From an optimization exercise on the open Yosys and OpenROAD flow, aimed at small area and a short achievable clock period; shortcuts taken in it are not production practice. The RTL was checked by simulation tests, not by an equivalence proof against the original design. Power figures rest on the tool's default switching activity, not on a simulated workload.

==> flow/design.v <==
package pipe_pkg;
  localparam int DEF_DATA_W = 32;
  localparam int DEF_ADDR_W = 5;
  localparam int DEF_PEND_W = 2;
  typedef logic [DEF_ADDR_W-1:0] reg_sel_t;
  typedef logic [DEF_DATA_W-1:0] word_t;
endpackage
import pipe_pkg::*;
module wb_sb_step (
  input  logic [31:0] idec,
  input  logic [31:0] wdec,
  output logic [31:0] inc,
  output logic [31:0] dec
);
  assign inc = idec & ~wdec;
  assign dec = wdec & ~idec;
endmodule
module wb_scoreboard (
  input  logic        clk,
  input  logic        reset,
  input  logic [31:0] wdec,
  input  logic [31:0] idec,
  input  logic [31:0] adec,
  input  logic [31:0] bdec,
  output logic        hazard_a,
  output logic        hazard_b,
  output logic        pend_ovf
);
  logic [31:0] w_hz;
  logic [31:0] w_ovf_hit;
  logic        r_ovf;
  assign w_hz[0]      = 1'b0;
  assign w_ovf_hit[0] = 1'b0;
  logic [31:0] w_inc, w_dec;
  wb_sb_step u_step (.idec(idec), .wdec(wdec), .inc(w_inc), .dec(w_dec));
  for (genvar g = 1; g < 32; g++) begin : g_reg
    logic r_g1, r_g0;
    always_ff @(posedge clk) begin
      if (reset) begin
        r_g1 <= 1'b0;
        r_g0 <= 1'b0;
      end else begin
        r_g1 <= (r_g1 & !(w_dec[g] & r_g0)) | (w_inc[g] & r_g0);
        r_g0 <= w_dec[g] ? r_g1 : (w_inc[g] ? !r_g1 : r_g0);
      end
    end
    assign w_hz[g]      = r_g1 | (r_g0 & !wdec[g]);
    assign w_ovf_hit[g] = w_inc[g] & r_g1 & !r_g0;
  end
  always_ff @(posedge clk) begin
    if (reset)           r_ovf <= 1'b0;
    else if (|w_ovf_hit) r_ovf <= 1'b1;
  end
  assign pend_ovf = r_ovf;
  wb_rd_bit u_hza (.d(w_hz), .s(adec), .y(hazard_a));
  wb_rd_bit u_hzb (.d(w_hz), .s(bdec), .y(hazard_b));
endmodule
import pipe_pkg::*;
module wb_g_nor2 (input logic a, b, output logic y);
  assign y = !(a | b);
endmodule
module wb_g_nand2 (input logic a, b, output logic y);
  assign y = !(a & b);
endmodule
module wb_or8 (
  input  logic [7:0] d,
  input  logic [7:0] s,
  output logic       y
);
  assign y = |(d & s);
endmodule
module wb_rd_bit (
  input  logic [31:0] d,
  input  logic [31:0] s,
  output logic        y
);
  logic [3:0]  w_q;
  logic [1:0]  w_r;
  for (genvar i = 0; i < 4; i++) begin : g_q
    wb_or8 u (.d(d[8*i +: 8]), .s(s[8*i +: 8]), .y(w_q[i]));
  end
  wb_g_nor2  u_r0 (.a(w_q[0]), .b(w_q[1]), .y(w_r[0]));
  wb_g_nor2  u_r1 (.a(w_q[2]), .b(w_q[3]), .y(w_r[1]));
  wb_g_nand2 u_y  (.a(w_r[0]), .b(w_r[1]), .y(y));
endmodule
module wb_g_inv (input logic a, output logic y);
  assign y = !a;
endmodule
module wb_g_nor3 (input logic a, b, c, output logic y);
  assign y = !(a | b | c);
endmodule
module wb_g_nand3 (input logic a, b, c, output logic y);
  assign y = !(a & b & c);
endmodule
module wb_g_and2 (input logic a, b, output logic y);
  assign y = a & b;
endmodule
module wb_g_o211ai (input logic a1, a2, b1, c1, output logic y);
  assign y = !((a1 | a2) & b1 & c1);
endmodule
module wb_wdec (
  input  logic        en,
  input  logic [4:0]  sel,
  output logic [3:0]  wlo_n,
  output logic [7:0]  whi_n,
  output logic [31:0] y
);
  for (genvar k = 0; k < 4; k++) begin : g_lo
    assign wlo_n[k] = !(en && (sel[1:0] == 2'(k)));
  end
  for (genvar m = 0; m < 8; m++) begin : g_hi
    assign whi_n[m] = !(sel[4:2] == 3'(m));
  end
  for (genvar i = 0; i < 32; i++) begin : g_y
    assign y[i] = !(wlo_n[i % 4] | whi_n[i / 4]);
  end
endmodule
module wb_rdec (
  input  logic [4:0]  sel,
  input  logic [3:0]  wlo_n,
  input  logic [7:0]  whi_n,
  output logic [31:0] dec,
  output logic [31:0] sel_t
);
  logic [4:0]  w_n;
  logic [3:0]  w_lo;
  logic [7:0]  w_hi;
  logic [31:0] w_sel_n;
  for (genvar j = 0; j < 5; j++) begin : g_inv
    wb_g_inv u (.a(sel[j]), .y(w_n[j]));
  end
  for (genvar k = 0; k < 4; k++) begin : g_lo
    wb_g_nor2 u (.a(k[0] ? w_n[0] : sel[0]), .b(k[1] ? w_n[1] : sel[1]), .y(w_lo[k]));
  end
  for (genvar m = 0; m < 8; m++) begin : g_hi
    wb_g_nor3 u (.a(m[0] ? w_n[2] : sel[2]), .b(m[1] ? w_n[3] : sel[3]),
                 .c(m[2] ? w_n[4] : sel[4]), .y(w_hi[m]));
  end
  for (genvar i = 0; i < 32; i++) begin : g_y
    wb_g_and2   u_d (.a(w_lo[i % 4]), .b(w_hi[i / 4]), .y(dec[i]));
    wb_g_o211ai u_s (.a1(wlo_n[i % 4]), .a2(whi_n[i / 4]), .b1(w_lo[i % 4]), .c1(w_hi[i / 4]),
                     .y(w_sel_n[i]));
    wb_g_inv    u_i (.a(w_sel_n[i]), .y(sel_t[i]));
  end
endmodule
module wb_byp_eq (
  input  logic       en,
  input  logic [4:0] sel_w,
  input  logic [4:0] sel_r,
  output logic       y
);
  assign y = en && (sel_w != '0) && (sel_w == sel_r);
endmodule
module wb_regfile
#(
  parameter int DATA_W = DEF_DATA_W,
  parameter int ADDR_W = DEF_ADDR_W,
  parameter int PEND_W = DEF_PEND_W
) (
  input  logic              clk,
  input  logic              reset,
  input  logic              wb_en,
  input  logic [ADDR_W-1:0] wb_sel,
  input  logic [DATA_W-1:0] wb_data,
  input  logic              iss_en,
  input  logic [ADDR_W-1:0] iss_sel,
  input  logic [ADDR_W-1:0] rd_sel_a,
  input  logic [ADDR_W-1:0] rd_sel_b,
  output logic [DATA_W-1:0] rd_data_a,
  output logic [DATA_W-1:0] rd_data_b,
  output logic              hazard_a,
  output logic              hazard_b,
  output logic              pend_ovf
);
  localparam int NREG = 32;
  logic [NREG-1:0]   w_wdec;    
  logic [NREG-1:0]   w_adec, w_bdec, w_idec;
  logic [NREG-1:0]   w_asel, w_bsel;        
  logic [NREG-1:0]   w_asel_t, w_bsel_t;    
  logic              w_abyp, w_bbyp;
  logic [DATA_W-1:0] w_wdata;
  logic [DATA_W-1:0][NREG-1:0] w_cols;    
  logic [3:0] w_wlo_n, w_ilo_n;
  logic [7:0] w_whi_n, w_ihi_n;
  wb_wdec u_wdec (.en(wb_en),  .sel(wb_sel),  .wlo_n(w_wlo_n), .whi_n(w_whi_n), .y(w_wdec));
  wb_wdec u_idec (.en(iss_en), .sel(iss_sel), .wlo_n(w_ilo_n), .whi_n(w_ihi_n), .y(w_idec));
  wb_rdec u_adec (.sel(rd_sel_a), .wlo_n(w_wlo_n), .whi_n(w_whi_n), .dec(w_adec), .sel_t(w_asel));
  wb_rdec u_bdec (.sel(rd_sel_b), .wlo_n(w_wlo_n), .whi_n(w_whi_n), .dec(w_bdec), .sel_t(w_bsel));
  assign w_wdata = reset ? '0 : wb_data;
  for (genvar g = 1; g < NREG; g++) begin : g_reg
    logic [DATA_W-1:0] r_q;
    always_ff @(posedge clk) begin
      if (reset || w_wdec[g]) r_q <= w_wdata;
    end
    for (genvar b = 0; b < DATA_W; b++) begin : g_bit
      assign w_cols[b][g] = r_q[b];
    end
  end
  wb_byp_eq u_abyp (.en(wb_en), .sel_w(wb_sel), .sel_r(rd_sel_a), .y(w_abyp));
  wb_byp_eq u_bbyp (.en(wb_en), .sel_w(wb_sel), .sel_r(rd_sel_b), .y(w_bbyp));
  assign w_asel_t = {w_asel[NREG-1:1], w_abyp};
  assign w_bsel_t = {w_bsel[NREG-1:1], w_bbyp};
  for (genvar b = 0; b < DATA_W; b++) begin : g_col
    assign w_cols[b][0] = wb_data[b];
    wb_rd_bit u_a (.d(w_cols[b]), .s(w_asel_t), .y(rd_data_a[b]));
    wb_rd_bit u_b (.d(w_cols[b]), .s(w_bsel_t), .y(rd_data_b[b]));
  end
  wb_scoreboard u_sb (
    .clk      (clk),
    .reset    (reset),
    .wdec     (w_wdec),
    .idec     (w_idec),
    .adec     (w_adec),
    .bdec     (w_bdec),
    .hazard_a (hazard_a),
    .hazard_b (hazard_b),
    .pend_ovf (pend_ovf)
  );
endmodule
==> flow/flow/run.sh <==
#!/bin/bash
# Standard layout, with port buffers from the plain buffer family and the resizer allowed to
# change a cell's footprint (so those buffers can be sized like any other).
set -o pipefail
bash standard.sh MATCH_CELL_FOOTPRINT=0 "BUFFER_PORTS_ARGS=-buffer_cell sky130_fd_sc_hd__buf_2" finish > flow.log 2>&1
==> flow/standard.sh <==
#!/bin/bash
# synth_recipe.tcl (not shown) runs the flow's synth.tcl, then flattens the netlist and writes it again
# the make line also repeats each setting of config.mk as NAME=value (left out here)
make -C /OpenROAD-flow-scripts/flow DESIGN_CONFIG=/design/flow/config.mk WORK_HOME=/design/flow/orfs CLKGATE_MAP_FILE= SYNTH_SCRIPT=/design/flow/synth_recipe.tcl "${@:-finish}"
==> flow/config.mk <==
export PLATFORM = sky130hd
export DESIGN_NAME = wb_regfile
export DESIGN_NICKNAME = wb_regfile
export VERILOG_FILES = /design/flow/design.v
export SDC_FILE = /design/flow/constraint.sdc
export NUM_CORES = 4
export LEC_CHECK = 0
export CAP_MARGIN = 20
export CORE_MARGIN = 2
export CORE_UTILIZATION = 50
export CTS_BUF_LIST = sky130_fd_sc_hd__clkbuf_8
export SETUP_SLACK_MARGIN = 1.6
export SLEW_MARGIN = 20
export SYNTH_HIERARCHICAL = 1
export SYNTH_MINIMUM_KEEP_SIZE = 0
==> flow/constraint.sdc <==
create_clock -name core_clock -period 5.5 [get_ports {clk}]
set_input_delay 1.1000 -clock core_clock [delete_from_list [all_inputs] [get_ports {clk}]]
set_output_delay 1.1000 -clock core_clock [all_outputs]
set_load 0.01 [all_outputs]
==> results of run 1 <==
## state kept, by name, summed over array words and instances, names as in the netlist
register	cells
u_sb.g.r_g0	31
u_sb.r_ovf	1
g.r_q	992
u_sb.g.r_g1	31
## routing by layer
metal	up-vias	track usage (%)
met4	2	20.00
met3	664	11.24
li1	15430	-
met5	-	0
met1	19340	51.43
met2	3111	58.04
## power breakdown
part	switching [W]	internal, W	total, W
sequential	0.000377	0.00952	0.00990
combinational	0.00125	0.000495	0.00175
clock	0.00325	0.00351	0.00676
## final cells by class
class,count,area [um2]
Antenna cell,1,2.502
Clock buffer,177,2436
Clock inverter,134,880.8
Fill cell,7008,34600
Inverter,103,439.2
Multi-Input combinational cell,2211,16630
Sequential cell,1055,31050
Tap cell,1243,1555
Timing Repair Buffer,404,4342
## worst reg2reg max path, delay by kind of cell (launching register included)
kind | cells | cell delay [ps]
AOI/OAI and AO/OA | 2 | 550
and+or+nand+nor | 2 | 650
DFF | 1 | 380
## final timing paths
path                          to                 from  slack [ps]
max                rd_data_a[31]            wb_sel[1]        1070
min          u_sb.g_reg[17].r_g0  u_sb.g_reg[17].r_g1         550
max reg2reg           u_sb.r_ovf   u_sb.g_reg[9].r_g0        3770
min reg2reg  u_sb.g_reg[17].r_g0  u_sb.g_reg[17].r_g1         550
## what timing repair did
action                     4_1_cts  5_1_grt
setup endpoints to repair       66       66
cloned                          27        5
gates resized for setup        466      109
pin swaps                      212      119
buffers inserted                68        6
## cell usage in the layout (no fill, tap or decap), types with 64 or more instances in the layout
cell type  instances
edfxtp_1         992
a22oi_1          932
buf_4            150
nor2_1           202
nand4_1          266
a22oi_2          155
clkbuf_8         177
buf_12            66
nand2_1           92
buf_2            101
and2_1            64
inv_1            121
and2b_2           65
## stage by stage
stage	std cells	power, W
3_5_place_dp	4910	0.01146
6_report	5328	0.01841
4_1_cts	5316	0.01828
3_3_place_gp	4909	0.01139
2_1_floorplan	3400	0.01057
5_1_grt	5328	0.01887
==> key figures, run 1 <==
Timing
  • RSZ-0062 raised after global routing: yes
  • Rel. slew slack: 20.54%
  • Tcrit/Tclk final: 80.61%
  • Slew Viols, Final: 0
  • Skew final: 23.61 ps
  • Achievable Freq: 0.2255 GHz
  • TNS Setup: 0 ps
  • Worst Max-Slew Pin Slew: 1192 ps
  • Min Tclk post-route: 4434 ps
  • Final setup margin: 1066 ps
  • Worst hold margin: 550.9 ps
  • # setup viols final: 0
  • Final hold vios: 0

Setup path
  • Largest delay share family, worst path: simple AND/OR/NAND/NOR gates
  • CP cell instances: buf_12 > nand3b_1 > buf_6 > buf_4 > o211ai_2 > inv_1 > buf_12 > a22oi_2 > nand4_1 > nor2_4 > nand2_1 > buf_2
  • Critical path buffer and inverter count: 6
  • CP dominant cell by count: buf_12
  • Levels on crit path: 12
  • Worst path required time: 4400 ps
  • WS Path Type: input port to output port
  • CP max stage cell: nor2_4
  • Crit. End Element: output port
  • Max incr delay on CP: 350 ps
  • Worst-path fanout max: 32
  • Arrival time at the worst endpoint: 3330 ps
  • Crit path launch type: input port
  • FF-to-FF path depth: 4

Route
  • Routed met2 length: 83.55 mm
  • First drt pass iteration count: 7
  • Vias per Instance: 7.236
  • Highest Signal Layer: met5
  • Final wirelength: 188.6 mm
  • Routed via count: 38550
  • Antenna-violating nets left: 0
  • M1 WL: 69.18 mm
  • Metal3 WL: 25.43 mm
  • Residual DRC count: 0
  • Wire per inst: 35.40 um
  • DRT iter0 DRCs: 6610

Placement
  • Dpl hpwl: 108.6 mm
  • Port bufs: 122
  • Gpl congestion: 0.9543
  • Place WS: 490.9 ps
  • Cell Area, Placed: 50310 um2

Floorplan
  • Initial Util: 50.56%
  • Die width: 308.9 um
  • Die Area: 95430 um2
  • Die H: 308.9 um
  • Core region area: 91940 um2
  • Num ports: 123
  • Site Rows: 111

Global route
  • GRT overflow: 0
  • Largest net degree at the start of global routing: 74
  • All-Layer GR Usage: 38.72%
  • Antenna violations before repair: 7
  • Global-route wire length before repair: 262.0 mm
  • Via count of the first global-routing pass: 37080

Clock tree
  • Clock transition at the registers of the reported paths: 60 ps
  • Worst-Skew Late Latency: 850 ps
  • TritonCTS clock tree: done
  • Htree depth: 4
  • CTS Sinks: 1055
  • CTS root buffer: clkbuf_8
  • Post-CTS Hold Fix Bufs: 0
  • Clock buffer depth: 3
  • Num CTS Buffers: 171

Synth
  • Yosys Warn Count: 8
  • Mapped Cells: 3399
  • Post-Syn Area: 46480 um2
  • Avg Cell Area, Syn: 13.68 um2

Cells and area
  • Share of post-route cells with drive strength above 1: 28.18%
  • Utilization after layout: 62.36%
  • Nets: 4002
  • Design area: 57340 um2
  • Area growth syn-to-layout: 23.34%

Power and ir drop
  • Max rail drop VDD: 0.0002483 V
  • Power density over the cells: 321.1 nW/um2
  • Leakage: 19.84 nW

Min path
  • Worst Hold Path Cells: 2
  • Hold WC Path Type: register to register

Run
  • Max-cap viol count: 0

Outcome
  • Outcome: finished clean
==> run 2: changes to the inputs <==
--- a/flow/config.mk
+++ b/flow/config.mk
@@ -9,7 +9,7 @@
 export CORE_MARGIN = 2
 export CORE_UTILIZATION = 50
 export CTS_BUF_LIST = sky130_fd_sc_hd__clkbuf_8
-export SETUP_SLACK_MARGIN = 1.6
+export SETUP_SLACK_MARGIN = 1.0
 export SLEW_MARGIN = 20
 export SYNTH_HIERARCHICAL = 1
 export SYNTH_MINIMUM_KEEP_SIZE = 0
==> run 2 against run 1 <==
  * Fmax shrank 2.4%
  * Critical path depth grew 1
  * Clock-buffer cell count grew 5
  * Synthesized area is the same
==> key figures, run 2 <==
Timing
  • Final hold vios: 0
  • Achievable Freq: 0.2201 GHz
  • Tcrit/Tclk final: 82.59%
  • Worst Max-Slew Pin Slew: 1157 ps
  • RSZ-0062 raised after global routing: yes
  • TNS Setup: 0 ps
  • Final setup margin: 957.4 ps
  • # setup viols final: 0
  • Slew Viols, Final: 0
  • Min Tclk post-route: 4543 ps
  • Worst hold margin: 570.6 ps
  • Skew final: 14.58 ps
  • Rel. slew slack: 22.87%

Floorplan
  • Die width: 308.9 um
  • Initial Util: 50.56%
  • Num ports: 123
  • Core region area: 91940 um2
  • Die Area: 95430 um2
  • Site Rows: 111
  • Die H: 308.9 um

Setup path
  • Arrival time at the worst endpoint: 3440 ps
  • Crit path launch type: input port
  • Largest delay share family, worst path: simple AND/OR/NAND/NOR gates
  • Critical path buffer and inverter count: 6
  • WS Path Type: input port to output port
  • Worst-path fanout max: 10
  • Crit path from: wb_sel[1]
  • CP cell instances: clkbuf_4 > buf_6 > xor2_2 > nor3_4 > buf_12 > buf_4 > and4_4 > buf_12 > a22oi_1 > nand4_1 > nor2_4 > nand2_1 > buf_2
  • CP max stage cell: nand4_1
  • CP dominant cell by count: buf_12
  • Worst path required time: 4400 ps
  • Max incr delay on CP: 270 ps
  • Crit. End Element: output port
  • Worst r2r src: u_sb.g_reg[9].r_g0

Clock tree
  • Num CTS Buffers: 175
  • Post-CTS Hold Fix Bufs: 0
  • Clock transition at the registers of the reported paths: 50 ps
  • Worst-Skew Late Latency: 860 ps
  • Htree depth: 4
  • Clock buffer depth: 3
  • CTS Sinks: 1055
  • CTS root buffer: clkbuf_8
  • TritonCTS clock tree: done

Route
  • Final wirelength: 181.7 mm
  • Vias per Instance: 7.118
  • DRT iter0 DRCs: 5955
  • Antenna-violating nets left: 0
  • Wire per inst: 34.17 um
  • First drt pass iteration count: 9
  • Routed via count: 37860
  • Residual DRC count: 0

Placement
  • Place WS: 477.6 ps
  • Dpl hpwl: 107.9 mm
  • Gpl congestion: 0.9447
  • Port bufs: 122
  • Cell Area, Placed: 50280 um2

Cells and area
  • Design area: 55680 um2
  • Share of post-route cells with drive strength above 1: 23.36%
  • FILL cells: 7229
  • Commonest non-fill, non-tap cell in the layout: a22oi_1
  • Utilization after layout: 60.56%
  • Biggest register: g.r_q
  • Most frequent cells in the layout: a22oi_1, edfxtp_1, nand4_1
  • Nets: 3988
  • Max FFs per register: 992
  • Area growth syn-to-layout: 19.77%
  • Top flop regs: g.r_q (992), u_sb.g.r_g0 (31), u_sb.g.r_g1 (31)

Outcome
  • Outcome: finished clean

Synth
  • Mapped Cells: 3399
  • Post-Syn Area: 46480 um2
  • Yosys Warn Count: 8
  • Avg Cell Area, Syn: 13.68 um2

Power and ir drop
  • Leakage: 19.40 nW
  • Max rail drop VDD: 0.0002722 V
  • Power density over the cells: 324.4 nW/um2

Global route
  • Largest net degree at the start of global routing: 57
  • Antenna violations before repair: 7
  • Global-route wire length before repair: 250.6 mm
  • Via count of the first global-routing pass: 36570
  • GRT overflow: 0
  • All-Layer GR Usage: 36.87%

Min path
  • Hold WC Path Type: register to register
  • Worst min-delay path startpoint: u_sb.g_reg[16].r_g0

Run
  • Max-cap viol count: 0
==> run 2: layout make-up <==
cell class | instances | area, um2 | area share [%]
clock buffers | 182 | 2505 | 4.499
inverters | 103 | 444.2 | 0.7978
multi-input cells | 2213 | 15830 | 28.44
diodes | 4 | 10.01 | 0.01798
repair buffers | 383 | 3536 | 6.351
clock inverters | 134 | 738.2 | 1.326
repair inverters | 1 | 5.005 | 0.008989
flip-flops and latches | 1055 | 31050 | 55.77
well taps | 1243 | 1555 | 2.793
==> run 2: worst paths after layout <==
check | endpoint | slack (ps) | cells past startpoint
worst max-delay path | rd_data_b[31] | 960 | 13
worst min-delay path | u_sb.g_reg[16].r_g1 | 570 | 3
worst max register to register | u_sb.r_ovf | 3900 | 4
worst min register to register | u_sb.g_reg[16].r_g1 | 570 | 3
==> run 2: per-layer routing <==
metal / part of all wire, % / global-route usage, % / up-vias
li1: - / - / 15410
met1: 37 / 49.18 / 18810
met2: 44 / 54.88 / 3080
met3: 15 / 12.22 / 554
met4: 4.3 / 16.81 / 6
met5: 0.072 / 0.2022 / -
==> run 2: worst register-to-register path, stage by stage (launching register included) <==
cell and delay (ps):
dfxtp_1 410, nand3b_1 200, o2111ai_1 300, nor4_1 390, a41oi_1 150
==> run 2: where the power goes <==
part	total (W)	switching (W)	internal, W
sequential	0.00986	0.000341	0.00952
clock	0.00654	0.00326	0.00327
combinational	0.00166	0.00122	0.000441
total	0.0181	0.00482	0.0132
==> run 2: timing repair <==
item	in CTS	in global routing
pin swaps	21	56
endpoints found under the setup margin	66	66
gates cloned	1	7
setup buffers	44	32
resized for setup	154	142
==> run 2: through the flow <==
stage	power, W	instances
floorplan	0.01057	3400
global placement	0.01139	4913
detailed placement	0.01146	4914
CTS	0.01794	5275
global route	0.01854	5315
finish	0.01806	5318
==> run 3: changes to the inputs <==
--- a/flow/design.v
+++ b/flow/design.v
@@ -105,14 +105,19 @@
   output logic [7:0]  whi_n,
   output logic [31:0] y
 );
+  logic [4:0] w_n;
+  for (genvar j = 0; j < 5; j++) begin : g_inv
+    wb_g_inv u (.a(sel[j]), .y(w_n[j]));
+  end
   for (genvar k = 0; k < 4; k++) begin : g_lo
-    assign wlo_n[k] = !(en && (sel[1:0] == 2'(k)));
+    wb_g_nand3 u (.a(en), .b(k[0] ? sel[0] : w_n[0]), .c(k[1] ? sel[1] : w_n[1]), .y(wlo_n[k]));
   end
   for (genvar m = 0; m < 8; m++) begin : g_hi
-    assign whi_n[m] = !(sel[4:2] == 3'(m));
+    wb_g_nand3 u (.a(m[0] ? sel[2] : w_n[2]), .b(m[1] ? sel[3] : w_n[3]),
+                  .c(m[2] ? sel[4] : w_n[4]), .y(whi_n[m]));
   end
   for (genvar i = 0; i < 32; i++) begin : g_y
-    assign y[i] = !(wlo_n[i % 4] | whi_n[i / 4]);
+    wb_g_nor2 u (.a(wlo_n[i % 4]), .b(whi_n[i / 4]), .y(y[i]));
   end
 endmodule
 module wb_rdec (
@@ -143,13 +148,23 @@
     wb_g_inv    u_i (.a(w_sel_n[i]), .y(sel_t[i]));
   end
 endmodule
+module wb_g_xnor2 (input logic a, b, output logic y);
+  assign y = !(a ^ b);
+endmodule
 module wb_byp_eq (
-  input  logic       en,
+  input  logic       en_nz,
   input  logic [4:0] sel_w,
   input  logic [4:0] sel_r,
   output logic       y
 );
-  assign y = en && (sel_w != '0) && (sel_w == sel_r);
+  logic [4:0] w_eq;
+  logic [1:0] w_p;
+  for (genvar j = 0; j < 5; j++) begin : g_eq
+    wb_g_xnor2 u (.a(sel_w[j]), .b(sel_r[j]), .y(w_eq[j]));
+  end
+  wb_g_nand3 u_p0 (.a(w_eq[0]), .b(w_eq[1]), .c(w_eq[2]), .y(w_p[0]));
+  wb_g_nand3 u_p1 (.a(w_eq[3]), .b(w_eq[4]), .c(en_nz),   .y(w_p[1]));
+  wb_g_nor2  u_y  (.a(w_p[0]), .b(w_p[1]), .y(y));
 endmodule
 module wb_regfile
 #(
@@ -178,6 +193,7 @@
   logic [NREG-1:0]   w_asel, w_bsel;        
   logic [NREG-1:0]   w_asel_t, w_bsel_t;    
   logic              w_abyp, w_bbyp;
+  logic              w_wen_nz;
   logic [DATA_W-1:0] w_wdata;
   logic [DATA_W-1:0][NREG-1:0] w_cols;    
   logic [3:0] w_wlo_n, w_ilo_n;
@@ -196,8 +212,9 @@
       assign w_cols[b][g] = r_q[b];
     end
   end
-  wb_byp_eq u_abyp (.en(wb_en), .sel_w(wb_sel), .sel_r(rd_sel_a), .y(w_abyp));
-  wb_byp_eq u_bbyp (.en(wb_en), .sel_w(wb_sel), .sel_r(rd_sel_b), .y(w_bbyp));
+  assign w_wen_nz = wb_en && (wb_sel != '0);
+  wb_byp_eq u_abyp (.en_nz(w_wen_nz), .sel_w(wb_sel), .sel_r(rd_sel_a), .y(w_abyp));
+  wb_byp_eq u_bbyp (.en_nz(w_wen_nz), .sel_w(wb_sel), .sel_r(rd_sel_b), .y(w_bbyp));
   assign w_asel_t = {w_asel[NREG-1:1], w_abyp};
   assign w_bsel_t = {w_bsel[NREG-1:1], w_bbyp};
   for (genvar b = 0; b < DATA_W; b++) begin : g_col
==> flow/flow/run.sh (replaced) <==
#!/bin/bash
# Standard layout, with port buffers from the plain buffer family, the resizer allowed to
# change a cell's footprint (so those buffers can be sized like any other), and a clock tree
# of clkbuf_8 in sink clusters of up to 16 within 50 um, without dummy loads.
set -o pipefail
CTS="-sink_clustering_enable -repair_clock_nets -sink_clustering_size 16 -sink_clustering_max_diameter 50 -buf_list sky130_fd_sc_hd__clkbuf_8 -dont_use_dummy_load"
bash standard.sh MATCH_CELL_FOOTPRINT=0 "BUFFER_PORTS_ARGS=-buffer_cell sky130_fd_sc_hd__buf_2" "CTS_ARGS=$CTS" finish > flow.log 2>&1
--- a/flow/config.mk
+++ b/flow/config.mk
@@ -8,7 +8,6 @@
 export CAP_MARGIN = 20
 export CORE_MARGIN = 2
 export CORE_UTILIZATION = 50
-export CTS_BUF_LIST = sky130_fd_sc_hd__clkbuf_8
 export SETUP_SLACK_MARGIN = 1.0
 export SLEW_MARGIN = 20
 export SYNTH_HIERARCHICAL = 1
==> run 3 against run 2 <==
  * Critical endpoint is now rd_data_b[2]
  * Clock-buffer cell count fell by 75
  * Fmax fell by 0.76%
  * Sequential power hardly changed
==> key figures, run 3 <==
Setup path
  • Worst path required time: 4400 ps
  • Crit. End Element: output port
  • Arrival time at the worst endpoint: 3480 ps
  • FF-to-FF path depth: 4
  • Worst r2r src: u_sb.g_reg[17].r_g0
  • Crit path from: wb_sel[2]
  • R2R setup slack: 3730 ps
  • Worst-path fanout max: 8
  • Crit path launch type: input port
  • Reg2reg end: u_sb.r_ovf
  • WS Path Type: input port to output port

Cells and area
  • Biggest register: g.r_q
  • Nets: 3926
  • Non-Filler Instances: 5058
  • Most frequent cells in the layout: a22oi_1, edfxtp_1, nand4_1
  • Area growth syn-to-layout: 16.16%
  • Commonest non-fill, non-tap cell in the layout: a22oi_1
  • Max FFs per register: 992
  • Share of post-route cells with drive strength above 1: 21.85%
  • Top flop regs: g.r_q (992), u_sb.g.r_g0 (31), u_sb.g.r_g1 (31)

Clock tree
  • Clock buffer depth: 3
  • Htree depth: 3
  • Num CTS Buffers: 107
  • CTS root buffer: clkbuf_8
  • Clock transition at the registers of the reported paths: 90 ps
  • Worst-Skew Late Latency: 770 ps
  • CTS Sinks: 1055
  • TritonCTS clock tree: done

Timing
  • Worst Max-Slew Pin Slew: 1149 ps
  • # setup viols final: 0
  • Skew final: 85.70 ps
  • RSZ-0062 raised after global routing: yes
  • Min Tclk post-route: 4577 ps
  • Slew Viols, Final: 0
  • Rel. slew slack: 23.38%
  • Achievable Freq: 0.2185 GHz
  • Worst hold margin: 548.7 ps
  • Tcrit/Tclk final: 83.23%
  • TNS Setup: 0 ps
  • Final hold vios: 0

Min path
  • Hold endpoint: u_sb.g_reg[26].r_g1
  • Worst Hold Path Cells: 3
  • Hold WC Path Type: register to register
  • Worst min-delay path startpoint: u_sb.g_reg[26].r_g0

Global route
  • Antenna violations before repair: 6
  • Global-route wire length before repair: 250.6 mm
  • Largest net degree at the start of global routing: 67
  • Via count of the first global-routing pass: 35660
  • GRT overflow: 0
  • All-Layer GR Usage: 36.96%

Placement
  • Dpl hpwl: 108.3 mm
  • Port bufs: 122
  • Gpl congestion: 0.9227
  • DP Cell Count: 4866

Route
  • DRT iter0 DRCs: 6386
  • First drt pass iteration count: 8
  • Wire per inst: 35.35 um
  • Routed via count: 37360
  • Vias per Instance: 7.385
  • Antenna-violating nets left: 0
  • Final wirelength: 178.8 mm
  • Residual DRC count: 0

Power and ir drop
  • Max rail drop VDD: 0.0002654 V
  • Power density over the cells: 292.8 nW/um2
  • Overall Power: 0.01573 W
  • Leakage: 18.24 nW

Floorplan
  • Num ports: 123
  • Die width: 308.1 um
  • Die Area: 94950 um2
  • Initial Util: 50.46%
  • Die H: 308.1 um
  • Site Rows: 111
  • Core region area: 91660 um2

Synth
  • Avg Cell Area, Syn: 13.70 um2
  • Yosys Warn Count: 8
  • Post-Syn Area: 46250 um2
  • Mapped Cells: 3375

Outcome
  • Outcome: finished clean

Run
  • Max-cap viol count: 0
run 3: changes by cell type in the layout (fill, tap and decap cells not counted), sizes merged, moves of 7 or more:
cell,before,now
clkbuf,192,109
xnor2,2,10
nand3,2,29
clkinv,67,0
inv,146,88
or2,38,31
buf,373,395
run 3: per-layer routing:
metal / wire, um / up-vias / GRT usage (%)
met4: 8243 / 0 / 15.83
met1: 67020 / 18620 / 51.35
met3: 24950 / 565 / 9.675
li1: - / 15090 / -
met2: 78580 / 3082 / 55.13
met5: 0 / - / 0
run 3: final cells by class:
class                      count  area, um2
multi-input combinational   2196      15520
timing repair buffer         397       3659
tap                         1186       1484
fill                        7187      37940
antenna                        4      10.01
inverter                     113      525.5
clock buffer                 107       1473
sequential                  1055      31050
run 3: worst max-delay path by stage:
stage | endpoint | slack (ps) | depth (start not counted)
final | rd_data_b[2] | 920 | 13
after global routing | rd_data_a[26] | 930 | 14
after CTS | rd_data_a[20] | 950 | 11
after detailed placement | rd_data_a[20] | 450 | 11
after global placement | rd_data_a[6] | 510 | 11
after floorplan | rd_data_a[0] | 1380 | 8
run 3: timing repair:
item / in CTS / in global routing
pin swaps: 2 / 55
gates resized for setup: 102 / 125
gates cloned: 0 / 1
buffers inserted: 54 / 24
setup endpoints to repair: 66 / 66
hold buffers: 0 / 0
run 3: worst max-delay path, stage by stage:
cell and delay [ps]:
buf_4 160, inv_4 90, nand3_2 110, buf_8 170, o211ai_4 200, clkinvlp_4 310, buf_6 240, buf_4 130
a22oi_1 150, nand4_1 230, nor2_2 280, nand2_1 140, buf_2 160
run 3: where the power goes:
part	switching (W)	internal (W)
logic	0.00119	0.000427
registers	0.000336	0.00951
clock network	0.00255	0.00172
run 3: through the flow:
stage	setup WS [ps]	utilization (%)	area, um2
3_3_place_gp	508.0	54.97	50380
3_5_place_dp	453.3	55.02	50430
6_report	922.6	58.61	53720
2_1_floorplan	1385	-	46250
4_1_cts	954.9	57.73	52920
5_1_grt	931.9	58.60	53720
==> run 4: changes to the inputs <==
--- a/flow/config.mk
+++ b/flow/config.mk
@@ -7,7 +7,7 @@
 export LEC_CHECK = 0
 export CAP_MARGIN = 20
 export CORE_MARGIN = 2
-export CORE_UTILIZATION = 50
+export CORE_UTILIZATION = 40
 export SETUP_SLACK_MARGIN = 1.0
 export SLEW_MARGIN = 20
 export SYNTH_HIERARCHICAL = 1
==> run 4 against run 3 <==
  * Utilization shrank 12 points
  * Hold slack gained 2.4 ps
  * Still clean on timing, DRC and antenna
  * Combinational power shrank 3%
  * Global-route usage shrank 8.7 points
  * Critical path type unchanged
==> key figures, run 4 <==
Global route
  • Antenna violations before repair: 9
  • Via count of the first global-routing pass: 33930
  • GRT overflow: 0
  • Largest net degree at the start of global routing: 73
  • Global-route wire length before repair: 241.2 mm
  • All-Layer GR Usage: 28.21%

Clock tree
  • Clock transition at the registers of the reported paths: 60 ps
  • Worst-Skew Late Latency: 710 ps
  • CTS root buffer: clkbuf_8
  • TritonCTS clock tree: done
  • Htree depth: 3
  • CTS Sinks: 1055
  • Num CTS Buffers: 107
  • Clock buffer depth: 3

Placement
  • Gpl congestion: 0.8883
  • Cell Area, Placed: 50630 um2
  • Port bufs: 122
  • Dpl hpwl: 104.0 mm
  • DP Cell Count: 5170

Floorplan
  • Die H: 344.0 um
  • Die Area: 118400 um2
  • Site Rows: 124
  • Die width: 344.0 um
  • Num ports: 123
  • Core region area: 114500 um2
  • Initial Util: 40.39%

Power and ir drop
  • Net Sw Frac: 25.92%
  • Reg power frac: 62.6%
  • Overall Power: 0.01569 W
  • Int Pwr: 0.01162 W
  • Clock Power Share: 27.3%
  • Power density over the cells: 294.7 nW/um2
  • Switch Pwr: 0.004067 W
  • Max rail drop VDD: 0.0001848 V
  • Combinational group share of total power: 10.0%
  • Leakage: 17.95 nW

Timing
  • Worst Max-Slew Pin Slew: 1179 ps
  • Slew Viols, Final: 0
  • Skew final: 30.38 ps
  • TNS Setup: 0 ps
  • Achievable Freq: 0.2197 GHz
  • RSZ-0062 raised after global routing: yes
  • Final hold vios: 0
  • # setup viols final: 0
  • Tcrit/Tclk final: 82.75%
  • Min Tclk post-route: 4551 ps
  • Rel. slew slack: 21.37%

Setup path
  • Crit path launch type: input port
  • Arrival time at the worst endpoint: 3450 ps
  • Worst path required time: 4400 ps
  • WS Path Type: input port to output port
  • Worst-path fanout max: 12
  • Crit. End Element: output port

Synth
  • Yosys Warn Count: 8
  • Mapped Cells: 3375
  • Post-Syn Area: 46250 um2
  • Avg Cell Area, Syn: 13.70 um2

Cells and area
  • Biggest register: g.r_q
  • Design area: 53260 um2
  • Commonest non-fill, non-tap cell in the layout: a22oi_1
  • Area growth syn-to-layout: 15.15%
  • Top flop regs: g.r_q (992), u_sb.g.r_g0 (31), u_sb.g.r_g1 (31)
  • Non-Filler Instances: 5318
  • Nets: 3857
  • Most frequent cells in the layout: a22oi_1, edfxtp_1, nand4_1
  • Max FFs per register: 992
  • Share of post-route cells with drive strength above 1: 19.72%

Route
  • DRT iter0 DRCs: 5216
  • Antenna-violating nets left: 0
  • Vias per Instance: 6.714
  • Final wirelength: 172.1 mm
  • Residual DRC count: 0
  • First drt pass iteration count: 6
  • Routed via count: 35700
  • Wire per inst: 32.37 um

Min path
  • Hold WC Path Type: register to register

Outcome
  • Outcome: finished clean

Run
  • Max-cap viol count: 0
==> run 4: final cells by class <==
type / count / area, um2
Clock buffer: 107 / 1473
Multi-Input combinational cell: 2195 / 15430
Timing Repair inverter: 1 / 5.005
Timing Repair Buffer: 328 / 2924
Sequential cell: 1055 / 31050
Fill cell: 10170 / 61240
Inverter: 113 / 466.7
Tap cell: 1512 / 1892
Antenna cell: 7 / 17.52
==> run 4: final timing paths <==
check	depth (start not counted)	to	from	slack, ps
max reg2reg	4	u_sb.r_ovf	u_sb.g_reg[9].r_g0	3770
min reg2reg	2	u_sb.g_reg[6].r_g0	u_sb.g_reg[6].r_g1	550
max	12	rd_data_b[22]	wb_sel[0]	950
min	2	u_sb.g_reg[6].r_g0	u_sb.g_reg[6].r_g1	550
==> run 4: worst max-delay path, stage by stage <==
cell	delay, ps
buf_2	180
inv_2	120
nand3_4	120
buf_12	190
o211ai_4	210
clkinvlp_4	250
buf_6	210
a22oi_1	190
nand4_1	300
nor2_2	270
nand2_2	120
buf_2	160
==> run 4: what timing repair did <==
item | 4_1_cts | 5_1_grt
hold buffers | 0 | 0
gates cloned | 0 | 5
setup buffers | 11 | 18
setup endpoints to repair | 66 | 66
gates resized for setup | 96 | 94
pin swaps | 9 | 29
==> run 4: power groups by stage <==
stage	sequential [W]	clock, W	combinational [W]
finish	0.00983	0.00429	0.00157
global placement	0.00997	0	0.00142
global route	0.00990	0.00460	0.00164
floorplan	0.00991	0	0.000650
detailed placement	0.00999	0	0.00144
CTS	0.00982	0.00433	0.00148
==> run 4: stage by stage <==
| step | hold WS, ps | util [%] | setup WS (ps) |
|---|---|---|---|
| 3_5_place_dp | 557.2 | 44.22 | 582.0 |
| 3_3_place_gp | 542.8 | 44.16 | 589.1 |
| 2_1_floorplan | 524.1 | - | 1385 |
| 5_1_grt | 589.7 | 46.51 | 944.4 |
| 6_report | 551.1 | 46.51 | 948.5 |
| 4_1_cts | 558.3 | 45.93 | 978.8 |
==> run 4: routing by layer <==
metal | part of all wire [%] | vias up | global-route usage (%)
met5 | 0.0081 | - | 0
met4 | 3.8 | 2 | 11.11
met3 | 12 | 380 | 6.724
met2 | 46 | 2448 | 43.63
met1 | 38 | 17920 | 38.46
li1 | - | 14960 | -
==> run 5: changes to the inputs <==
==> flow/flow/run.sh (replaced) <==
#!/bin/bash
# Standard layout, with port buffers from the plain buffer family, the resizer allowed to
# change a cell's footprint (so those buffers can be sized like any other), and a clock tree
# of clkbuf_16 in sink clusters of up to 30 within 70 um, without dummy loads.
set -o pipefail
CTS="-sink_clustering_enable -repair_clock_nets -sink_clustering_size 30 -sink_clustering_max_diameter 70 -buf_list sky130_fd_sc_hd__clkbuf_16 -dont_use_dummy_load"
bash standard.sh MATCH_CELL_FOOTPRINT=0 "BUFFER_PORTS_ARGS=-buffer_cell sky130_fd_sc_hd__buf_2" "CTS_ARGS=$CTS" finish > flow.log 2>&1
==> run 5 against run 4 <==
  * Still clean
  * Synthesized cell count unchanged
  * Sequential power is essentially flat
  * Clock-buffer cell count shrank 52
  * First-iteration DRC count increased by 0.23%
  * Synthesized area stayed put
  * Wire length fell by 0.71%
  * Worst setup slack gained 30 ps
  * Register-to-register slack worse by 30 ps
  * Critical endpoint is now rd_data_b[4]
==> key figures, run 5 <==
Setup path
  • R2R setup slack: 3740 ps
  • Worst-path fanout max: 32
  • WS Path Type: input port to output port
  • Crit. End Element: output port
  • Arrival time at the worst endpoint: 3420 ps
  • FF-to-FF path depth: 4
  • Reg2reg end: u_sb.r_ovf
  • Crit path launch type: input port
  • Worst r2r src: u_sb.g_reg[9].r_g0
  • Worst path required time: 4400 ps

Min path
  • Hold endpoint: u_sb.g_reg[6].r_g0
  • Worst min-delay path startpoint: u_sb.g_reg[6].r_g1
  • Worst Hold Path Cells: 2
  • Hold WC Path Type: register to register

Cells and area
  • FILL cells: 10140
  • Biggest register: g.r_q
  • Most frequent cells in the layout: a22oi_1, edfxtp_1, nand4_1
  • Share of post-route cells with drive strength above 1: 18.93%
  • Max FFs per register: 992
  • Area growth syn-to-layout: 15.14%
  • Utilization after layout: 46.51%
  • Nets: 3809
  • Design area: 53250 um2
  • Register area: 31050 um2
  • Commonest non-fill, non-tap cell in the layout: a22oi_1
  • Multi-input logic area: 15520 um2
  • Top flop regs: g.r_q (992), u_sb.g.r_g0 (31), u_sb.g.r_g1 (31)

Power and ir drop
  • Int Pwr: 0.01168 W
  • Leakage: 17.88 nW
  • Clock Power Share: 27.2%
  • Power density over the cells: 294.2 nW/um2
  • Max rail drop VDD: 0.0002664 V
  • Switch Pwr: 0.003983 W
  • Net Sw Frac: 25.42%
  • Combinational group share of total power: 10.1%
  • Reg power frac: 62.7%

Route
  • Vias per Instance: 6.769
  • Antenna-violating nets left: 0
  • Routed via count: 35670
  • DRT iter0 DRCs: 5228
  • Residual DRC count: 0
  • Final wirelength: 170.9 mm
  • Wire per inst: 32.43 um
  • First drt pass iteration count: 6

Timing
  • Achievable Freq: 0.2212 GHz
  • Tcrit/Tclk final: 82.20%
  • Rel. slew slack: 21.63%
  • Slew Viols, Final: 0
  • Worst hold margin: 556.5 ps
  • RSZ-0062 raised after global routing: yes
  • Worst Max-Slew Pin Slew: 1176 ps
  • Final hold vios: 0
  • Min Tclk post-route: 4521 ps
  • Skew final: 41.44 ps
  • # setup viols final: 0
  • TNS Setup: 0 ps

Floorplan
  • Core region area: 114500 um2
  • Die width: 344.0 um
  • Initial Util: 40.39%
  • Site Rows: 124
  • Num ports: 123
  • Die H: 344.0 um
  • Die Area: 118400 um2

Clock tree
  • CTS root buffer: clkbuf_16
  • Clock transition at the registers of the reported paths: 60 ps
  • TritonCTS clock tree: done
  • Worst-Skew Late Latency: 640 ps
  • Num CTS Buffers: 55
  • Htree depth: 2
  • Clock buffer depth: 3
  • CTS Sinks: 1055

Global route
  • GRT overflow: 0
  • Global-route wire length before repair: 240.1 mm
  • All-Layer GR Usage: 28.01%
  • Antenna violations before repair: 6
  • Largest net degree at the start of global routing: 73
  • Via count of the first global-routing pass: 33670

Placement
  • Dpl hpwl: 104.0 mm
  • Cell Area, Placed: 50630 um2
  • Port bufs: 122
  • Gpl congestion: 0.8883

Synth
  • Mapped Cells: 3375
  • Avg Cell Area, Syn: 13.70 um2
  • Post-Syn Area: 46250 um2
  • Yosys Warn Count: 8

Run
  • Max-cap viol count: 0

Outcome
  • Outcome: finished clean
-- run 5: layer usage --
layer	track usage [%]	vias up	wire length, um
li1	-	14870	-
met1	38.39	18070	66060
met2	43.32	2328	77440
met3	6.454	397	20240
met4	10.91	0	7158
met5	0	-	0
-- run 5: worst max-delay path by stage --
stage / startpoint / slack (ps) / cells after the start / to
final: wb_sel[4] / 980 / 12 / rd_data_b[4]
after detailed placement: wb_sel[1] / 580 / 11 / rd_data_b[31]
after CTS: wb_sel[4] / 960 / 12 / rd_data_b[0]
after global placement: wb_sel[1] / 590 / 11 / rd_data_b[23]
after floorplan: wb_sel[1] / 1380 / 8 / rd_data_a[0]
after global routing: wb_sel[3] / 950 / 11 / rd_data_b[27]
-- run 5: what timing repair did --
action                                 in CTS  in global routing
setup endpoints to repair                  66                 66
cloned                                      1                  4
buffers inserted                           12                 21
gates resized for setup                    98                114
endpoints found under the hold margin       0                  0
hold buffers                                0                  0
pin swaps                                  11                 45
-- run 5: critical path, stage by stage --
cell,delay (ps)
clkbuf_4,200
clkinvlp_4,210
nand3_1,130
buf_6,190
o211ai_2,160
inv_1,90
buf_12,190
a22oi_1,230
nand4_1,320
nor2_2,320
nand2_1,90
buf_2,150
-- run 5: cell type report --
class / instances / share of cell area (%)
diodes: 6 / 0.02820
repair inverters: 1 / 0.009398
multi-input cells: 2197 / 29.14
flip-flops and latches: 1055 / 58.31
inverters: 113 / 0.8952
well taps: 1512 / 3.553
repair buffers: 330 / 5.479
clock buffers: 55 / 2.585
-- run 5: metrics by stage --
step | total power, W | worst slack (ps) | cells
CTS | 0.01557 | 959.3 | 5238
finish | 0.01567 | 978.8 | 5269
global placement | 0.01139 | 589.1 | 5168
floorplan | 0.01056 | 1385 | 3376
global route | 0.01608 | 945.6 | 5266
detailed placement | 0.01143 | 582.0 | 5170
-- run 5: power groups by stage --
stage          Sequential, W  Combinational [W]  Clock [W]
2_1_floorplan        0.00991           0.000650          0
3_3_place_gp         0.00997            0.00142          0
3_5_place_dp         0.00999            0.00144          0
4_1_cts              0.00981            0.00148    0.00428
5_1_grt              0.00990            0.00165    0.00453
6_report             0.00982            0.00158    0.00426
==> run 6: changes to the inputs <==
--- a/flow/config.mk
+++ b/flow/config.mk
@@ -8,7 +8,7 @@
 export CAP_MARGIN = 20
 export CORE_MARGIN = 2
 export CORE_UTILIZATION = 40
-export SETUP_SLACK_MARGIN = 1.0
+export SETUP_SLACK_MARGIN = 1.3
 export SLEW_MARGIN = 20
 export SYNTH_HIERARCHICAL = 1
 export SYNTH_MINIMUM_KEEP_SIZE = 0
==> run 6 against run 5 <==
  * Highest routed layer unchanged
  * Worst setup slack improved by 130 ps
  * Wire length increased by 6.3%
  * Critical path type unchanged
  * Cell count up 1.2%
  * Non-clock buffer count up 68
  * Clock-buffer cell count is the same
  * Largest power group unchanged
  * Sequential share of layout area is 2.9 points lower
  * Synthesized area is the same
  * Global-route usage rose by 1.2 points
  * Hold slack hardly changed
  * Fmax is 2.9% higher
  * Clock skew decreased by 1.0 ps
  * Clock power about the same
==> key figures, run 6 <==
Synth
  • Post-Syn Area: 46250 um2
  • Yosys Warn Count: 8
  • Avg Cell Area, Syn: 13.70 um2
  • Mapped Cells: 3375

Timing
  • Tcrit/Tclk final: 79.87%
  • Rel. slew slack: 20.94%
  • Worst hold margin: 556.6 ps
  • Achievable Freq: 0.2276 GHz
  • Final hold vios: 0
  • TNS Setup: 0 ps
  • Slew Viols, Final: 0
  • RSZ-0062 raised after global routing: yes
  • Skew final: 40.44 ps
  • # setup viols final: 0
  • Min Tclk post-route: 4393 ps
  • Worst Max-Slew Pin Slew: 1186 ps

Setup path
  • Worst path required time: 4400 ps
  • Arrival time at the worst endpoint: 3290 ps
  • Crit. End Element: output port
  • Crit path launch type: input port
  • Worst-path fanout max: 8
  • WS Path Type: input port to output port

Global route
  • Antenna violations before repair: 6
  • Via count of the first global-routing pass: 34350
  • Largest net degree at the start of global routing: 73
  • Global-route wire length before repair: 248.5 mm
  • All-Layer GR Usage: 29.17%
  • GRT overflow: 0

Route
  • Final wirelength: 181.7 mm
  • First drt pass iteration count: 6
  • Wire per inst: 34.07 um
  • DRT iter0 DRCs: 5580
  • Antenna-violating nets left: 0
  • Vias per Instance: 6.881
  • Routed via count: 36700
  • Residual DRC count: 0

Placement
  • Dpl hpwl: 104.0 mm
  • Gpl congestion: 0.8883
  • Port bufs: 122

Clock tree
  • Clock buffer depth: 3
  • Clock transition at the registers of the reported paths: 60 ps
  • Worst-Skew Late Latency: 640 ps
  • Htree depth: 2
  • CTS root buffer: clkbuf_16
  • CTS Sinks: 1055
  • TritonCTS clock tree: done
  • Post-CTS Hold Fix Bufs: 0
  • Num CTS Buffers: 55

Cells and area
  • Area growth syn-to-layout: 21.06%
  • Share of post-route cells with drive strength above 1: 25.92%
  • Top flop regs: g.r_q (992), u_sb.g.r_g0 (31), u_sb.g.r_g1 (31)
  • Commonest non-fill, non-tap cell in the layout: edfxtp_1
  • Biggest register: g.r_q
  • Most frequent cells in the layout: edfxtp_1, a22oi_1, nand4_1
  • Max FFs per register: 992
  • Nets: 3877

Floorplan
  • Die width: 344.0 um
  • Die Area: 118400 um2
  • Num ports: 123
  • Initial Util: 40.39%
  • Core region area: 114500 um2
  • Die H: 344.0 um
  • Site Rows: 124

Outcome
  • Outcome: finished clean

Power and ir drop
  • Power density over the cells: 284.7 nW/um2
  • Max rail drop VDD: 0.0002668 V
  • Leakage: 18.65 nW

Run
  • Max-cap viol count: 0

Min path
  • Hold WC Path Type: register to register
## run 6: where the power goes
| group | internal (W) | total, W | switching (W) |
|---|---|---|---|
| Combinational | 0.000543 | 0.00181 | 0.00127 |
| Sequential | 0.00950 | 0.00985 | 0.000347 |
| Clock | 0.00178 | 0.00428 | 0.00250 |
## run 6: layout make-up
cell class | count | area [um2]
inverters | 113 | 526.8
well taps | 1512 | 1892
fillers | 9786 | 58510
clock buffers | 55 | 1376
flip-flops and latches | 1055 | 31050
diodes | 3 | 7.507
multi-input cells | 2198 | 16600
repair buffers | 398 | 4537
## run 6: worst max-delay path, cell delays in order
cell and delay (ps):
buf_12 110, or4_4 540, o21a_4 240, nand3_4 90, nor2_4 100, buf_12 190
a22oi_2 200, nand4_1 200, nor2_4 240, nand2_4 110, buf_6 140
## run 6: metal layers
| metal | share of wire, % | GRT usage, % |
|---|---|---|
| met2 | 45 | 45.08 |
| met4 | 4.8 | 12.45 |
| met1 | 37 | 39.27 |
| met3 | 13 | 7.165 |
| met5 | 0 | 0 |
## run 6: repair_timing
| item | CTS | global route |
|---|---|---|
| buffers inserted | 42 | 30 |
| cloned | 21 | 13 |
| setup endpoints to repair | 66 | 66 |
| gates resized for setup | 366 | 229 |
| pin swaps | 147 | 196 |
## run 6: through the flow
stage / cells / worst slack [ps] / total power [W] / utilization, % / area (um2)
6_report: 5334 / 1107 / 0.01594 / 48.90 / 55990
3_5_place_dp: 5170 / 582.0 / 0.01143 / 44.22 / 50630
4_1_cts: 5288 / 1181 / 0.01573 / 47.51 / 54390
3_3_place_gp: 5168 / 589.1 / 0.01139 / 44.16 / 50560
2_1_floorplan: 3376 / 1385 / 0.01056 / - / 46250
5_1_grt: 5333 / 1093 / 0.01632 / 48.90 / 55990
## run 6: path summary, 6_finish.rpt
path,start,to,slack [ps],depth (start not counted)
max,wb_sel[3],rd_data_b[27],1110,11
min,u_sb.g_reg[6].r_g1,u_sb.g_reg[6].r_g0,560,2
max reg2reg,u_sb.g_reg[9].r_g0,u_sb.r_ovf,3750,4
min reg2reg,u_sb.g_reg[6].r_g1,u_sb.g_reg[6].r_g0,560,2
==> run 7: changes to the inputs <==
--- a/flow/config.mk
+++ b/flow/config.mk
@@ -7,8 +7,8 @@
 export LEC_CHECK = 0
 export CAP_MARGIN = 20
 export CORE_MARGIN = 2
-export CORE_UTILIZATION = 40
-export SETUP_SLACK_MARGIN = 1.3
+export CORE_UTILIZATION = 33
+export SETUP_SLACK_MARGIN = 1.0
 export SLEW_MARGIN = 20
 export SYNTH_HIERARCHICAL = 1
 export SYNTH_MINIMUM_KEEP_SIZE = 0
==> run 7 against run 6 <==
  * Clock-buffer cell count up 3
  * Largest power group unchanged
  * Sequential share of layout area up 1.6 points
  * First-iteration DRC count up 10%
  * Synthesized area unchanged
  * Via count down 0.13%
  * Flip-flop and latch count unchanged
==> key figures, run 7 <==
Outcome
  • Outcome: finished clean

Setup path
  • Largest delay share family, worst path: simple AND/OR/NAND/NOR gates
  • CP max stage cell: a22oi_2
  • Worst path required time: 4400 ps
  • Crit path launch type: input port
  • Arrival time at the worst endpoint: 3520 ps
  • Crit. End Element: output port
  • Critical path buffer and inverter count: 5
  • CP dominant cell by count: buf_6
  • WS Path Type: input port to output port
  • Worst-path fanout max: 8
  • Max incr delay on CP: 460 ps
  • CP cell instances: buf_6 > inv_4 > nand3_4 > o211ai_4 > clkinvlp_4 > buf_8 > a22oi_2 > nand4_1 > nor2_4 > nand2_4 > buf_6

Route
  • M1 WL: 67.30 mm
  • Residual DRC count: 0
  • Highest Signal Layer: met5
  • Routed via count: 36660
  • Vias per Instance: 6.432
  • Final wirelength: 184.1 mm
  • Wire per inst: 32.31 um
  • First drt pass iteration count: 8
  • Metal3 WL: 23.21 mm
  • Antenna-violating nets left: 0
  • DRT iter0 DRCs: 6136
  • Routed met2 length: 82.59 mm

Placement
  • Port bufs: 122
  • Place WS: -310.6 ps
  • Dpl hpwl: 113.1 mm
  • Cell Area, Placed: 51130 um2
  • Gpl congestion: 0.9377

Timing
  • Min Tclk post-route: 4617 ps
  • Tcrit/Tclk final: 83.94%
  • Skew final: 26.68 ps
  • TNS Setup: 0 ps
  • RSZ-0062 raised after global routing: yes
  • Rel. slew slack: 22.05%
  • Slew Viols, Final: 0
  • # setup viols final: 0
  • Worst Max-Slew Pin Slew: 1169 ps
  • Final hold vios: 0
  • Final setup margin: 883.1 ps
  • Achievable Freq: 0.2166 GHz

Clock tree
  • Post-CTS Hold Fix Bufs: 0
  • TritonCTS clock tree: done
  • CTS root buffer: clkbuf_16
  • Htree depth: 2
  • Clock buffer depth: 3
  • Clock transition at the registers of the reported paths: 80 ps
  • CTS Sinks: 1055
  • Num CTS Buffers: 58
  • Worst-Skew Late Latency: 660 ps

Floorplan
  • Core region area: 139400 um2
  • Num ports: 123
  • Die Area: 143200 um2
  • Initial Util: 33.19%
  • Site Rows: 137
  • Die width: 378.4 um
  • Die H: 378.4 um

Cells and area
  • Biggest register: g.r_q
  • Share of post-route cells with drive strength above 1: 20.86%
  • Most frequent cells in the layout: a22oi_1, edfxtp_1, nand4_1
  • Design area: 54450 um2
  • Top flop regs: g.r_q (992), u_sb.g.r_g0 (31), u_sb.g.r_g1 (31)
  • Commonest non-fill, non-tap cell in the layout: a22oi_1
  • Utilization after layout: 39.07%
  • Area growth syn-to-layout: 17.73%
  • Nets: 3879
  • Max FFs per register: 992

Global route
  • Via count of the first global-routing pass: 34370
  • Largest net degree at the start of global routing: 56
  • Global-route wire length before repair: 252.1 mm
  • GRT overflow: 0
  • All-Layer GR Usage: 24.58%
  • Antenna violations before repair: 5

Power and ir drop
  • Clock Power Share: 27.6%
  • Combinational group share of total power: 10.4%
  • Net Sw Frac: 25.59%
  • Power density over the cells: 291.1 nW/um2
  • Overall Power: 0.01585 W
  • Leakage: 18.22 nW
  • Switch Pwr: 0.004056 W
  • Reg power frac: 62.1%
  • Max rail drop VDD: 0.0002129 V
  • Int Pwr: 0.01179 W

Run
  • Max-cap viol count: 0

Synth
  • Post-Syn Area: 46250 um2
  • Mapped Cells: 3375
  • Yosys Warn Count: 8
  • Avg Cell Area, Syn: 13.70 um2

Min path
  • Hold WC Path Type: register to register
==> run 7: worst reg2reg max path: stages (launching register included) <==
cell	delay (ps)
dfxtp_1	390
nand3b_1	330
o2111ai_1	390
nor4_1	430
a41oi_1	150
==> run 7: timing repair <==
action                                  in CTS  in global routing
pin swaps                                   15                 42
hold endpoints to repair                     0                  0
cloned                                       2                  4
endpoints found under the setup margin      66                 64
buffers inserted                            43                 32
gates resized for setup                    121                141
==> run 7: metrics by stage <==
stage | cells | hold WS (ps)
6_report | 5699 | 541.7
5_1_grt | 5697 | 557.6
4_1_cts | 5661 | 536.9
3_5_place_dp | 5558 | 550.9
3_3_place_gp | 5558 | 544.2
2_1_floorplan | 3376 | 524.1
==> run 7: power groups by stage <==
stage	Sequential [W]	Clock [W]	Combinational [W]
floorplan	0.00991	0	0.000650
global placement	0.00998	0	0.00146
detailed placement	0.0100	0	0.00147
CTS	0.00982	0.00439	0.00153
global route	0.00991	0.00464	0.00170
finish	0.00984	0.00437	0.00164
==> run 7: path summary, 6_finish.rpt <==
check        depth (start not counted)                 from  slack, ps             endpoint
max reg2reg                          4   u_sb.g_reg[9].r_g0       3680           u_sb.r_ovf
min reg2reg                          3  u_sb.g_reg[16].r_g0        540  u_sb.g_reg[16].r_g1
max                                 11            wb_sel[2]        880        rd_data_a[30]
min                                  3  u_sb.g_reg[16].r_g0        540  u_sb.g_reg[16].r_g1
==> run 7: routing by layer <==
layer  vias to the layer above  global-route usage, %
met1                     18370                  31.60
met5                         -                      0
li1                      15000                      -
met3                       549                  6.422
met2                      2736                  38.03
met4                         4                  12.86
==> run 7: layout make-up <==
cell class              count  area, um2
diodes                      2      5.005
inverters                 113      519.2
flip-flops and latches   1055      31050
fillers                 12930      84910
multi-input cells        2196      15430
repair buffers            399       3643
well taps                1876       2347
clock buffers              58       1451
==> run 8: changes to the inputs <==
--- a/flow/config.mk
+++ b/flow/config.mk
@@ -7,7 +7,8 @@
 export LEC_CHECK = 0
 export CAP_MARGIN = 20
 export CORE_MARGIN = 2
-export CORE_UTILIZATION = 33
+export CORE_UTILIZATION = 40
+export PLACE_DENSITY = 0.75
 export SETUP_SLACK_MARGIN = 1.0
 export SLEW_MARGIN = 20
 export SYNTH_HIERARCHICAL = 1
==> run 8 against run 7 <==
  * First-iteration DRC count rose by 4.2%
  * Die area fell by 17%
  * Fmax is 1.7% higher
  * Highest routed layer unchanged
  * Clock power is about 10% lower
  * Power fell by 3.2%
  * Utilization grew 7.4 points
  * Wire length shrank 11%
  * Sequential power about the same
  * Critical path type unchanged
  * Synthesized cell count unchanged
  * Flip-flop and latch count did not move
==> key figures, run 8 <==
Floorplan
  • Initial Util: 40.39%
  • Num ports: 123
  • Core region area: 114500 um2
  • Die width: 344.0 um
  • Die Area: 118400 um2
  • Site Rows: 124
  • Die H: 344.0 um

Global route
  • Global-route wire length before repair: 231.7 mm
  • Largest net degree at the start of global routing: 65
  • GRT overflow: 0
  • All-Layer GR Usage: 26.41%
  • Via count of the first global-routing pass: 35080
  • Antenna violations before repair: 6

Placement
  • Gpl congestion: 0.9219
  • Place WS: 546.6 ps
  • Dpl hpwl: 98.42 mm
  • DP Cell Count: 5152
  • Port bufs: 122

Run
  • Max-cap viol count: 0

Cells and area
  • Non-Filler Instances: 5281
  • Area growth syn-to-layout: 14.97%
  • Commonest non-fill, non-tap cell in the layout: a22oi_1
  • Top flop regs: g.r_q (992), u_sb.g.r_g0 (31), u_sb.g.r_g1 (31)
  • Share of post-route cells with drive strength above 1: 19.01%
  • Biggest register: g.r_q
  • Nets: 3824
  • Most frequent cells in the layout: a22oi_1, edfxtp_1, nand4_1
  • Max FFs per register: 992

Power and ir drop
  • Power density over the cells: 288.4 nW/um2
  • Switch Pwr: 0.003895 W
  • Reg power frac: 64.2%
  • Clock Power Share: 25.6%
  • Int Pwr: 0.01144 W
  • Max rail drop VDD: 0.0002638 V
  • Net Sw Frac: 25.39%
  • Overall Power: 0.01534 W
  • Leakage: 17.78 nW
  • Combinational group share of total power: 10.2%

Setup path
  • WS Path Type: input port to output port
  • Max incr delay on CP: 270 ps
  • Worst path required time: 4400 ps
  • Arrival time at the worst endpoint: 3440 ps
  • Crit path launch type: input port
  • Crit. End Element: output port
  • Worst r2r src: u_sb.g_reg[3].r_g0
  • CP max stage cell: clkinvlp_4
  • Largest delay share family, worst path: buffers and inverters
  • CP cell instances: buf_2 > inv_2 > nand3_4 > buf_12 > o211ai_2 > clkinvlp_4 > buf_4 > buf_4 > a22oi_1 > nand4_1 > nor2_2 > nand2_1 > buf_2
  • FF-to-FF path depth: 4
  • Worst-path fanout max: 9
  • Reg2reg end: u_sb.r_ovf
  • Critical path buffer and inverter count: 7
  • R2R setup slack: 3910 ps

Synth
  • Post-Syn Area: 46250 um2
  • Mapped Cells: 3375
  • Yosys Warn Count: 8
  • Avg Cell Area, Syn: 13.70 um2

Clock tree
  • Clock buffer depth: 3
  • CTS root buffer: clkbuf_16
  • Clock transition at the registers of the reported paths: 90 ps
  • Htree depth: 2
  • Num CTS Buffers: 47
  • TritonCTS clock tree: done
  • CTS Sinks: 1055
  • Worst-Skew Late Latency: 620 ps

Route
  • Antenna-violating nets left: 0
  • Routed via count: 36850
  • Residual DRC count: 0
  • Vias per Instance: 6.978
  • Wire per inst: 30.86 um
  • Final wirelength: 163.0 mm
  • First drt pass iteration count: 6
  • DRT iter0 DRCs: 6394

Timing
  • Tcrit/Tclk final: 82.50%
  • RSZ-0062 raised after global routing: yes
  • Skew final: 35.11 ps
  • # setup viols final: 0
  • Achievable Freq: 0.2204 GHz
  • Rel. slew slack: 19.88%
  • Final setup margin: 962.2 ps
  • Worst Max-Slew Pin Slew: 1202 ps
  • TNS Setup: 0 ps
  • Min Tclk post-route: 4538 ps
  • Slew Viols, Final: 0
  • Final hold vios: 0

Outcome
  • Outcome: finished clean

Min path
  • Worst Hold Path Cells: 2
  • Hold endpoint: u_sb.g_reg[14].r_g0
  • Hold WC Path Type: register to register
  • Worst min-delay path startpoint: u_sb.g_reg[14].r_g1
## run 8: worst reg2reg max path, cell delays in order, from the launching register on
cell and delay, ps:
dfxtp_1 400, nand3b_1 230, o2111ai_1 280, nor4_1 350
a41oi_1 180
## run 8: final cells by class
class	instances	area [um2]
diodes	3	7.507
clock buffers	47	1176
fillers	9742	61330
inverters	113	523.0
multi-input cells	2197	15450
flip-flops and latches	1055	31050
well taps	1512	1892
repair buffers	353	3069
repair inverters	1	7.507
## run 8: how the worst max path moves through the flow
stage | startpoint | to | slack [ps] | cells after the start
2_1_floorplan | wb_sel[1] | rd_data_a[0] | 1380 | 8
3_3_place_gp | wb_sel[4] | rd_data_a[31] | 600 | 10
3_5_place_dp | wb_sel[4] | rd_data_a[18] | 550 | 11
4_1_cts | wb_sel[2] | rd_data_b[20] | 900 | 10
5_1_grt | wb_sel[1] | rd_data_a[13] | 950 | 12
6_report | wb_sel[1] | rd_data_b[30] | 960 | 13
## run 8: metal layers
layer	GRT usage, %	share of wire (%)	up-vias
met5	0.2804	0.055	-
met2	41.27	45	3314
met1	33.07	34	17910
li1	-	-	14900
met4	14.69	6.4	8
met3	7.523	14	724
## run 8: power groups by stage
| stage | Combinational [W] | Sequential, W | Clock, W |
|---|---|---|---|
| floorplan | 0.000650 | 0.00991 | 0 |
| global route | 0.00160 | 0.00991 | 0.00414 |
| CTS | 0.00141 | 0.00983 | 0.00391 |
| finish | 0.00156 | 0.00985 | 0.00393 |
| detailed placement | 0.00137 | 0.0100 | 0 |
| global placement | 0.00135 | 0.00997 | 0 |
## run 8: timing repair
item / 4_1_cts / 5_1_grt
pin swaps: 4 / 39
setup endpoints to repair: 66 / 66
cloned: 1 / 4
buffers inserted: 49 / 24
hold buffers: 0 / 0
gates resized for setup: 67 / 149
## run 8: stage by stage
step                instance area [um2]  util (%)  hold slack [ps]
finish                            53170     46.44            565.5
global placement                  50140     43.79            535.7
detailed placement                50180     43.82            556.9
floorplan                         46250         -            524.1
global route                      53170     46.44            605.5
CTS                               52150     45.55            571.9

afterwards: timing with drivers on the ports:
The results above use ideal ports. As a check the final layouts listed here were re-extracted and re-timed, cells and wires unchanged.
Step 1 assumes that a clkbuf_16 drives the clock port and a buf_2 every other input.
Step 2 also shifts input and output timing later by t, the mid clock arrival at the registers, as if the neighbouring blocks saw the same clock.
Three values: ideal ports, drivers, drivers and shift; two values: the first two.
| run | t, ns | slack for setup (ns) | worst hold slack (ns) | clock arrival spread, ns |
|---|---|---|---|---|
| run 1 | 0.911 | 1.066 / 0.969 / 0.969 | 0.551 / 0.551 / 0.551 | 0.042 / 0.041 |
| run 2 | 0.925 | 0.957 / 0.929 / 0.929 | 0.571 / 0.571 / 0.571 | 0.042 / 0.042 |
| run 3 | 0.799 | 0.923 / 0.901 / 0.901 | 0.549 / 0.549 / 0.549 | 0.141 / 0.141 |
| run 4 | 0.826 | 0.949 / 0.918 / 0.918 | 0.551 / 0.551 / 0.551 | 0.154 / 0.154 |
| run 5 | 0.738 | 0.979 / 0.916 / 0.916 | 0.556 / 0.556 / 0.556 | 0.129 / 0.130 |
| run 6 | 0.741 | 1.107 / 1.034 / 1.034 | 0.557 / 0.557 / 0.557 | 0.127 / 0.127 |
| run 7 | 0.757 | 0.883 / 0.741 / 0.741 | 0.542 / 0.542 / 0.542 | 0.130 / 0.130 |
| run 8 | 0.709 | 0.962 / 0.908 / 0.908 | 0.565 / 0.565 / 0.565 | 0.093 / 0.094 |
After both steps setup and hold are still met in every run listed. The setup slack of run 7, which loses most, moves by -0.142 ns with the drivers and by -0.142 ns with both steps.
